This design comes from an exercise in tuning for small area, a short achievable clock period and few clock cycles per item on the open sky130 flow, not from production work. Only simulation tests tie the RTL to the original design; equivalence was not proved.

==> flow/design.v (excerpt) <==
module cordic_sincos_pipe
#(
    parameter int unsigned WIDTH      = 22,
    parameter int unsigned ITERATIONS = 16,
    parameter int unsigned STAGES     = 8,
    parameter int unsigned TAG_W      = 4
) (
    input  logic             clk,
    input  logic             reset,
    input  logic             clk_en,
    input  logic             in_valid,
    output logic             in_ready,
    input  logic [31:0]      angle,
    input  logic [TAG_W-1:0] in_tag,
    output logic             out_valid,
    input  logic             out_ready,
    output logic [31:0]      sin_out,
    output logic [31:0]      cos_out,
    output logic             out_err,
    output logic [TAG_W-1:0] out_tag
);
Size: ~6,300 cells after synthesis, about 370 flip-flops, ~110 I/O pins.
clock: 18.0 ns
lec_check: 0
abc_area: 1
cap_margin: 20
core_margin: 2
core_utilization: 40
cts_buf_list: sky130_fd_sc_hd__clkbuf_4 sky130_fd_sc_hd__clkbuf_8
slew_margin: 20
standard.sh (not shown) runs the stock make flow with config.mk's settings and CLKGATE_MAP_FILE= SYNTH_SCRIPT=/design/flow/synth_recipe.tcl, a recipe that flattens the netlist after the stock synthesis.
==> flow/flow/run.sh <==
#!/bin/bash
# Standard ORFS layout (the standard.sh, standard synthesis unchanged), with
# timing repair asked to leave more setup slack than the clock needs, so that
# the layout reaches a shorter achieved period, and the port buffers made from
# buf_2 instead of the default clkdlybuf4s50_1. The clock and constraints are
# the design's own (constraint.sdc is not touched); every port still gets a
# buffer.
set -euo pipefail
export BUFFER_PORTS_ARGS="-buffer_cell sky130_fd_sc_hd__buf_2"
bash standard.sh SETUP_SLACK_MARGIN=10.5 finish > run_standard.log 2>&1
Testbench counts at the start, summed over its fixed seeds: cycles 32,056, items 32,000.
Rerun with:
==> flow/flow/run.sh (replaced) <==
#!/bin/bash
# Standard ORFS layout (the standard.sh, standard synthesis unchanged), with
# timing repair asked to leave more setup slack than the clock needs, so that
# the layout reaches a shorter achieved period. The clock and constraints are
# the design's own (constraint.sdc is not touched).
set -euo pipefail
bash standard.sh SETUP_SLACK_MARGIN=10.5 finish > run_standard.log 2>&1
- CTS_BUF_LIST: sky130_fd_sc_hd__clkbuf_4 sky130_fd_sc_hd__clkbuf_8 -> default
Synthesized area is unchanged.
Synthesized cell count does not change.
Setup slack improves by 52 ps.
Count of clock-buffer cells in the layout went down by 39.
Critical path depth went down by 1.

========
## run D
Another version of the RTL of cordic_sincos_pipe (not shown whole).
Size: ~7200 cells after synthesis, ~110 I/O pins, about 50000 um2 of cells after synthesis.
// cordic_sincos_pipe
module cordic_sincos_pipe
#(
    parameter int unsigned WIDTH      = 22,
    parameter int unsigned ITERATIONS = 16,
    parameter int unsigned STAGES     = 8,
    parameter int unsigned TAG_W      = 4
) (
    input  logic             clk,
    input  logic             reset,
    input  logic             clk_en,
    input  logic             in_valid,
    output logic             in_ready,
    input  logic [31:0]      angle,
    input  logic [TAG_W-1:0] in_tag,
    output logic             out_valid,
    input  logic             out_ready,
    output logic [31:0]      sin_out,
    output logic [31:0]      cos_out,
    output logic             out_err,
    output logic [TAG_W-1:0] out_tag
);
export LEC_CHECK = 0
export ABC_AREA = 1
export CAP_MARGIN = 20
export CORE_MARGIN = 2
export CORE_UTILIZATION = 55
export CTS_BUF_LIST = sky130_fd_sc_hd__clkbuf_4 sky130_fd_sc_hd__clkbuf_8
export PLACE_DENSITY = 0.68
export SLEW_MARGIN = 20
create_clock -name core_clock -period 18.0 [get_ports {clk}]
==> flow/flow/run.sh <==
#!/bin/bash
# Standard ORFS layout (the standard.sh, standard synthesis unchanged), with
# timing repair asked to leave more setup slack than the clock needs, so that
# the layout reaches a shorter achieved period, and the port buffers made from
# buf_2 instead of the default clkdlybuf4s50_1. The clock and constraints are
# the design's own (constraint.sdc is not touched); every port still gets a
# buffer.
set -euo pipefail
export BUFFER_PORTS_ARGS="-buffer_cell sky130_fd_sc_hd__buf_2"
bash standard.sh SETUP_SLACK_MARGIN=10.5 finish > run_standard.log 2>&1
Run D | status: complete | timing, DRC, antenna: pass
Testbench counts of run D, summed over its fixed seeds: cycles 32,056, items 32,000.
For run E, these inputs were changed with respect to run D:
Settings: a deleted CTS_BUF_LIST that had been sky130_fd_sc_hd__clkbuf_4 sky130_fd_sc_hd__clkbuf_8; a change of PLACE_DENSITY from 0.68 to 0.75; a change of CORE_UTILIZATION from 55 to 65.
==> flow/flow/run.sh <==
#!/bin/bash
# Standard ORFS layout (the standard.sh, standard synthesis unchanged), with
# timing repair asked to leave more setup slack than the clock needs, so that
# the layout reaches a shorter achieved period. The clock and constraints are
# the design's own (constraint.sdc is not touched).
set -euo pipefail
bash standard.sh SETUP_SLACK_MARGIN=10.5 finish > run_standard.log 2>&1
==> comparison <==
Delta (run E minus run D): minimum setup slack after placement down 510 ps, setup slack fell by 18 ps. Run E ends up with a die boundary height that is about 8% lower than in run D. met2 layer wire length in the routed design in run E is 1.3 mm above run D. Run E vs. run D: signed area change from the synthesized netlist to the final layout now sits higher, count of pins over their slew limit now sits at about the same level, post-route standard cell area excluding fillers now sits higher, global-route usage now sits higher. First-pass GRT wire length: run D and run E compared, lower one is run D. Comparing run E with run D, the fmax came out essentially unchanged.

========
nickel:
Another version of the RTL of cordic_sincos_pipe (not shown whole).
Size in the first run: ~330 flip-flops, roughly 48,000 um2 of cells after synthesis.
export LEC_CHECK = 0
export ABC_AREA = 1
export CAP_MARGIN = 20
export CORE_MARGIN = 2
export CORE_UTILIZATION = 55
export CTS_BUF_LIST = sky130_fd_sc_hd__clkbuf_4 sky130_fd_sc_hd__clkbuf_8
export PLACE_DENSITY = 0.68
export SLEW_MARGIN = 20
create_clock -name core_clock -period 18.0 [get_ports {clk}]
==> flow/flow/run.sh <==
#!/bin/bash
# Standard ORFS layout (the standard.sh, standard synthesis unchanged), with
# timing repair asked to leave more setup slack than the clock needs, so that
# the layout reaches a shorter achieved period, and the port buffers made from
# buf_2 instead of the default clkdlybuf4s50_1. The clock and constraints are
# the design's own (constraint.sdc is not touched); every port still gets a
# buffer.
set -euo pipefail
export BUFFER_PORTS_ARGS="-buffer_cell sky130_fd_sc_hd__buf_2"
bash standard.sh SETUP_SLACK_MARGIN=10.5 finish > run_standard.log 2>&1
nickel: flow completed, timing, DRC and antenna clean
Testbench counts of nickel, summed over its fixed seeds: cycles 32,056, items 32,000.
Here is what was changed in the inputs of willow compared with nickel.
-- flow/config.mk --
<<< nickel, line 11
export CORE_UTILIZATION = 55
export CTS_BUF_LIST = sky130_fd_sc_hd__clkbuf_4 sky130_fd_sc_hd__clkbuf_8
export PLACE_DENSITY = 0.68
>>> willow, line 11
export CORE_UTILIZATION = 55
export CTS_BUF_LIST = sky130_fd_sc_hd__clkbuf_4
export PLACE_DENSITY = 0.68
Delta (willow minus nickel): footprint of the multi-input gates held; total via count in the routed design went up 301; first-pass GRT wire length held; proportion of cell area spent on the clock network went down 0.39 points. Comparing nickel and willow, the higher area share of buffers outside the clock network is on willow. | per-instance average area after synthesis | nickel vs willow | ≈ equal |. Post-route minimum period of willow is on par with nickel.

==> separate check: timing with driven ports <==
The flow's constraints put no driver on any port. The routed layouts listed below were extracted and timed again, unchanged, in two steps. Step 1 assumes that a clkbuf_16 drives the clock port and a buf_2 every other input. Step 2 adds t to the input delays and takes it off the output delays; t is the mean of the earliest and latest rising clock arrival at the registers after step 1. Input paths then give back, and output paths get back, about the clock's delay inside the block. a / b / c = no drivers / after step 1 / after step 2; a / b = the first two.
| run | t (ns) | setup slack, ns | clock arrival spread, ns |
|---|---|---|---|
| the first run of note 1 | 0.772 | 10.283 / 10.283 / 10.252 | 0.055 / 0.055 |
| the second run of note 1 | 0.695 | 10.335 / 10.335 / 10.059 | 0.033 / 0.033 |
| run D | 0.737 | 10.415 / 10.382 / 10.382 | 0.048 / 0.048 |
| run E | 0.655 | 10.397 / 10.364 / 10.364 | 0.034 / 0.035 |
| nickel | 0.795 | 10.412 / 10.375 / 10.375 | 0.045 / 0.046 |
| willow | 0.997 | 10.412 / 10.374 / 10.374 | 0.086 / 0.086 |
After both steps setup and hold are still met in every run listed. The setup slack of the second run of note 1, which loses most, moves by 0.000 ns with the drivers and by -0.276 ns with both steps.
